Source: an optimization exercise on an open RTL-to-GDS flow (aim: small area and a short achievable clock period). Production flows keep margins and buffers that such runs may drop. Function was checked by simulation only, so behaviour that the tests miss may differ from the original.

==> flow/design.v, too long to show whole: its modules and the start of the top module <==
// module mesh_ctrl: 74 lines
// module pd_counter: 20 lines
// module phase_detector: 61 lines
// module loop_filter: 144 lines
// module mesh_node: 49 lines
// module nco: 60 lines
// module err_sum3: 179 lines
// module err_sum2: 140 lines
// module err_sum2o: 144 lines
// module p_mul11: 230 lines
// module i_mul11: 309 lines
// module p_mul10: 214 lines
// module i_mul10: 293 lines
// module adpll_mesh_top: 108 lines
module adpll_mesh_top
(
    input  wire                          clk258_x,
    input  wire                          rst_n_i,
    input  wire                          cfg_req_i,
    input  wire                          cfg_we_i,
    input  wire [4-1:0]  cfg_addr_i,
    input  wire [16-1:0]  cfg_wdata_i,
    output logic                         cfg_ack_o,
    output logic [16-1:0] cfg_rdata_o,
    input  wire                          ref_i,      
    output logic [3:0]                   gen_o,      
    output logic [3:0]                   div8_o
);
  // ...
==> flow/flow/run.sh <==
#!/bin/bash
# Standard layout, with timing repair aimed below the clock period: the repair
# steps (floorplan, CTS, global route) keep working on every path slower than
# the clock period less SETUP_SLACK_MARGIN. The constraints are unchanged.
set -euo pipefail
bash standard.sh SETUP_SLACK_MARGIN=8.5 finish > standard_flow.log 2>&1
==> flow/standard.sh <==
#!/bin/bash
# synth_recipe.tcl (not shown) runs the flow's synth.tcl, then flattens the netlist and writes it again
# the make line also repeats each setting of config.mk as NAME=value (left out here)
make -C /OpenROAD-flow-scripts/flow DESIGN_CONFIG=/design/flow/config.mk WORK_HOME=/design/flow/orfs CLKGATE_MAP_FILE= SYNTH_SCRIPT=/design/flow/synth_recipe.tcl "${@:-finish}"
==> flow/config.mk <==
export PLATFORM = sky130hd
export DESIGN_NAME = adpll_mesh_top
export DESIGN_NICKNAME = adpll_mesh_top
export VERILOG_FILES = /design/flow/design.v
export SDC_FILE = /design/flow/constraint.sdc
export NUM_CORES = 4
export LEC_CHECK = 0
export CAP_MARGIN = 20
export CORE_MARGIN = 2
export CORE_UTILIZATION = 40
export SLEW_MARGIN = 20
==> flow/constraint.sdc <==
create_clock -name core_clock -period 15.0 [get_ports {clk258_x}]
set_input_delay 3.0000 -clock core_clock [delete_from_list [all_inputs] [get_ports {clk258_x}]]
set_output_delay 3.0000 -clock core_clock [all_outputs]
set_load 0.01 [all_outputs]
==> results.toml, run 1 <==
[critical_path]
crit_family = "adder cells"
cp_num_cells = 22
startpoint = "u_ctrl.weights_22_o[13]"
path_class = "reg -> reg"
cp_num_buf_inv = 6
critPathLaunchType = "register"

[synthesis]
synthArstFlopShare_pct = 63.61
yosysSeqAreaShare_pct = 24.05
synth_top_cells_by_count = "a21oi_1, inv_1, nand2_1, nor2_1, clkbuf_1"
synthXorXnorAreaFrac_pct = 3.980

[cts]
root_buffer = "clkbuf_16"
cts_setup_buffers = 38
clockBufferDepth = 3
cts_resized = 58
path_clk_slew_ns = 0.06

[timing]
worst_slew_margin_rel_pct = 18.95
layout_min_cycle_time_ns = 6.533
setup_violations = 0

[layout]
n_all_buffers = 279
clock_area_share_pct = 4.197
syn2layout_area_growth_pct = 10.60
nNetsFinal = 8214

[floorplan]
start_util_pct = 40.34
nWellTaps = 2058
design.die.area_sq_um = 161100
core-area_sq_um = 156600

[min_path]
hold_path.startpoint = "u_node_21.u_filter.integ_q[18]"
hold_path.class = "reg -> reg"

[detailed_routing]
dr_wl_met3_um = 14110

[run_status]
outcome = "timing/DRC/antenna clean"

[place]
place.port_buffers = 49
==> inputs of run 2 (changes only) <==
==> flow/flow/run.sh (replaced) <==
#!/bin/bash
# Standard layout, with timing repair aimed below the clock period: the repair
# steps (floorplan, CTS, global route) keep working on every path slower than
# the clock period less SETUP_SLACK_MARGIN. The constraints are unchanged.
set -euo pipefail
bash standard.sh SETUP_SLACK_MARGIN=9.5 finish > standard_flow.log 2>&1
--- a/flow/config.mk
+++ b/flow/config.mk
@@ -7,5 +7,5 @@
 export LEC_CHECK = 0
 export CAP_MARGIN = 20
 export CORE_MARGIN = 2
-export CORE_UTILIZATION = 40
+export CORE_UTILIZATION = 55
 export SLEW_MARGIN = 20
==> run 2 against run 1 <==
Compared with the run above: global-route usage is 11 points higher; clock-buffer cell count is 14 lower; critical path depth increased by 2; setup slack improved by 0.23 ns; critical path type unchanged.
==> results.toml, run 2 <==
[run_status]
outcome = "timing/DRC/antenna clean"

[cts]
cts_buffers = 82
clockBufferDepth = 3
h-tree-depth = 3
cts_tree = "yes"
root_buffer = "clkbuf_16"
insertion_delay_ns = 0.72
path_clk_slew_ns = 0.06
cts.sinks = 654

[synthesis]
yosys.area_share.simple_pct = 12.55
synth-seq-cells = 654
syn-cell-area_sq_um = 63160
synth.distinct_cells = 100
yosys-top-cells-area = "dfrtp_1, fa_1, ha_1, dfxtp_1, a21oi_1"
synthArstFlopShare_pct = 63.61
ys.flop_type = "dfrtp_1"
synth_compound_area_share_pct = 24.20
syn-num-nets = 8441
netlist.top_cell.by_area = "dfrtp_1"
netlist_instances = 7565
synth_top_cells_by_count = "a21oi_1, inv_1, nand2_1, nor2_1, clkbuf_1"
syn_area_per_cell_sq_um = 8.349
synthAdderAreaFrac_pct = 22.81
synth_top_family_by_area = "compound AO/OA/AOI/OAI gates"
synth_warnings = 10
synth_edf_count = 0
yosysSeqAreaShare_pct = 24.05
synthXorXnorAreaFrac_pct = 3.980
yosysMostFrequentCell = "a21oi_1"
synth.area.mux_share_pct = 4.419
synth_top_area_share_pct = 15.97

[grt]
grt_pass1_vias = 54880
grt_max_degree = 148
gr-total-overflow = 0
track_usage_pct = 35.78
grt_pass1_wl_um = 328400
antenna_found_initial = 10

[detailed_routing]
wl_per_cell_um = 23.55
viasPerCell = 6.301
drt_iter0_drc = 6076
num_vias = 57820
drt_pre_antenna_iters = 9
drc = 0
routed_wl_um = 216100
antenna_left = 0

[floorplan]
core-area_sq_um = 114200
design.die.area_sq_um = 117600
die_h_um = 342.9
die_x_um = 342.9
pin_count = 50
start_util_pct = 55.31
std_cell_rows = 124

[min_path]
hold_path.class = "reg -> reg"

[place]
placed_cell_area_sq_um = 65460
place.gp.congestion = 0.9256
dpl.hpwl_um = 144100
place.port_buffers = 49
preCtsSetupSlack_ns = 8.163

[timing]
rsz0062_at_grt = "yes"
clock.fmax_ghz = 0.1586
setup_violations = 0
fin_skew_ns = 0.02977
slew_viol_final = 0
whs_ns = 0.3813
setup_slack_ns = 8.696
worst_slew_margin_rel_pct = 14.76
setup_tns_ns = 0
fin_crit_sh_pct = 42.03
hold_viol = 0
worst_pin_slew_ns = 1.274
layout_min_cycle_time_ns = 6.304

[layout]
syn2layout_area_growth_pct = 19.03
drive_above_1_share_pct = 21.22
multi_input_area_sq_um = 46860
mostFrequentLayoutCells = "a21oi_1, inv_1, nand2_1, nor2_1, o21ai_0"
fillers = 9534
seq_area_sq_um = 15270
design_area_sq_um = 75180
final_common_cell = "a21oi_1"
nNetsFinal = 8467

[run]
maxCapViolCount = 0

[critical_path]
path_class = "reg -> reg"
worstPathMaxFanout = 13
cp-end-kind = "register"
cp.arrival_ns = 6.87
cp.required_ns = 15.57
critPathLaunchType = "register"
-- run 2: cell types whose count changed in the layout (fill, tap and decap cells not counted), moves of 29 or more --
cell     before  now
fa_2          8  156
inv_2        10  106
ha_4          5   35
inv_1       715  614
buf_4       187  289
a21oi_1     780  684
nand2_1     599  563
ha_1        387  336
buf_12        6   35
a21oi_2      17   91
o21ai_0     480  435
fa_1        449  301
o21ai_1       7   38
buf_6        22  118
-- run 2: kinds of logic after synthesis --
| family | Yosys count |
|---|---|
| DFF | 654 |
| adders and majority gates | 884 |
| buffers and inverters | 1326 |
| AOI/OAI and AO/OA | 2412 |
| muxes | 258 |
| and+or+nand+nor | 1744 |
| xor gates and xnor gates | 287 |
-- run 2: worst paths after layout --
path,startpoint,to,slack (ns),cells after the start
setup / recovery,u_ctrl.weights_22_o[9],u_node_22.u_filter.ph_b_q[6],8.70,24
hold / removal,u_ctrl.req_q,u_ctrl.cfg_ack_o,0.38,0
setup reg to reg,u_ctrl.weights_22_o[9],u_node_22.u_filter.ph_b_q[6],8.70,24
hold reg to reg,u_ctrl.req_q,u_ctrl.cfg_ack_o,0.38,0
max in group asynchronous,rst_n_i,u_node_22.u_nco.acc_q[2],10.08,4
min in group asynchronous,rst_n_i,u_node_21.u_filter.ctrl_q[10],2.28,1
-- run 2: final cells by class --
cell class / count / share of cell area, %
Inverter: 730 / 3.665
Clock buffer: 105 / 3.046
Timing Repair Buffer: 528 / 7.316
Multi-Input combinational cell: 5595 / 62.34
Sequential cell: 654 / 20.31
Tap cell: 1512 / 2.516
Antenna cell: 3 / 0.009986
Clock inverter: 49 / 0.8022
-- run 2: critical path: stages, from the launching register on --
cell       delay [ns]
dfstp_2          0.60
mux2_4           0.31
a22o_1           0.20
fa_1             0.56
inv_2            0.04
fa_1             0.47
fa_1             0.51
inv_2            0.05
ha_4             0.23
buf_12           0.13
a21oi_4          0.12
o21bai_1         0.10
a21oi_2          0.19
buf_4            0.16
mux2i_4          0.26
nor2_4           0.07
buf_12           0.19
buf_4            0.16
nand2_1          0.08
o211ai_1         0.15
o2bb2ai_2        0.23
fa_2             0.38
fa_1             0.48
inv_1            0.05
fa_1             0.43
-- run 2: repair_timing --
action,4_1_cts,5_1_grt
pin swaps,242,194
endpoints found under the setup margin,204,229
buffers inserted,220,90
cloned,31,9
hold buffers,0,0
resized for setup,514,361
-- run 2: metal layers --
metal	share of wire (%)	vias to the layer above	track usage, %
met5	0.029	-	0
met4	4.8	10	14.49
met3	8.6	611	6.206
met2	44	2615	54.83
met1	43	28120	50.23
li1	-	26470	-
-- run 2: stage by stage --
step	instances	utilization, %
2_1_floorplan	7565	-
3_3_place_gp	8668	57.31
3_5_place_dp	8669	57.33
4_1_cts	9074	63.75
5_1_grt	9173	65.83
6_report	9176	65.84

[what the ideal ports hide]
The results above use ideal ports. As a check the final layouts listed here were re-extracted and re-timed, cells and wires unchanged. Step 1 (the two cells are an assumption about what drives the block):
set clk [get_ports {clk258_x}]
set_driving_cell -lib_cell sky130_fd_sc_hd__clkbuf_16 $clk
set_driving_cell -lib_cell sky130_fd_sc_hd__buf_2 [delete_from_list [all_inputs] $clk]
Step 2 also shifts input and output timing later by t, the mid clock arrival at the registers, as if the neighbouring blocks saw the same clock. Slacks: ideal ports / drivers / drivers and shift; pairs: ideal ports / drivers.
| run | shift t [ns] | setup slack, ns | slew at the worst register clock pin (ns) |
|---|---|---|---|
| run 1 | 0.779 | 8.467 / 8.467 / 8.467 | 0.07 / 0.07 |
| run 2 | 0.784 | 8.696 / 8.696 / 8.696 | 0.07 / 0.07 |
After both steps setup and hold are still met in every run listed.
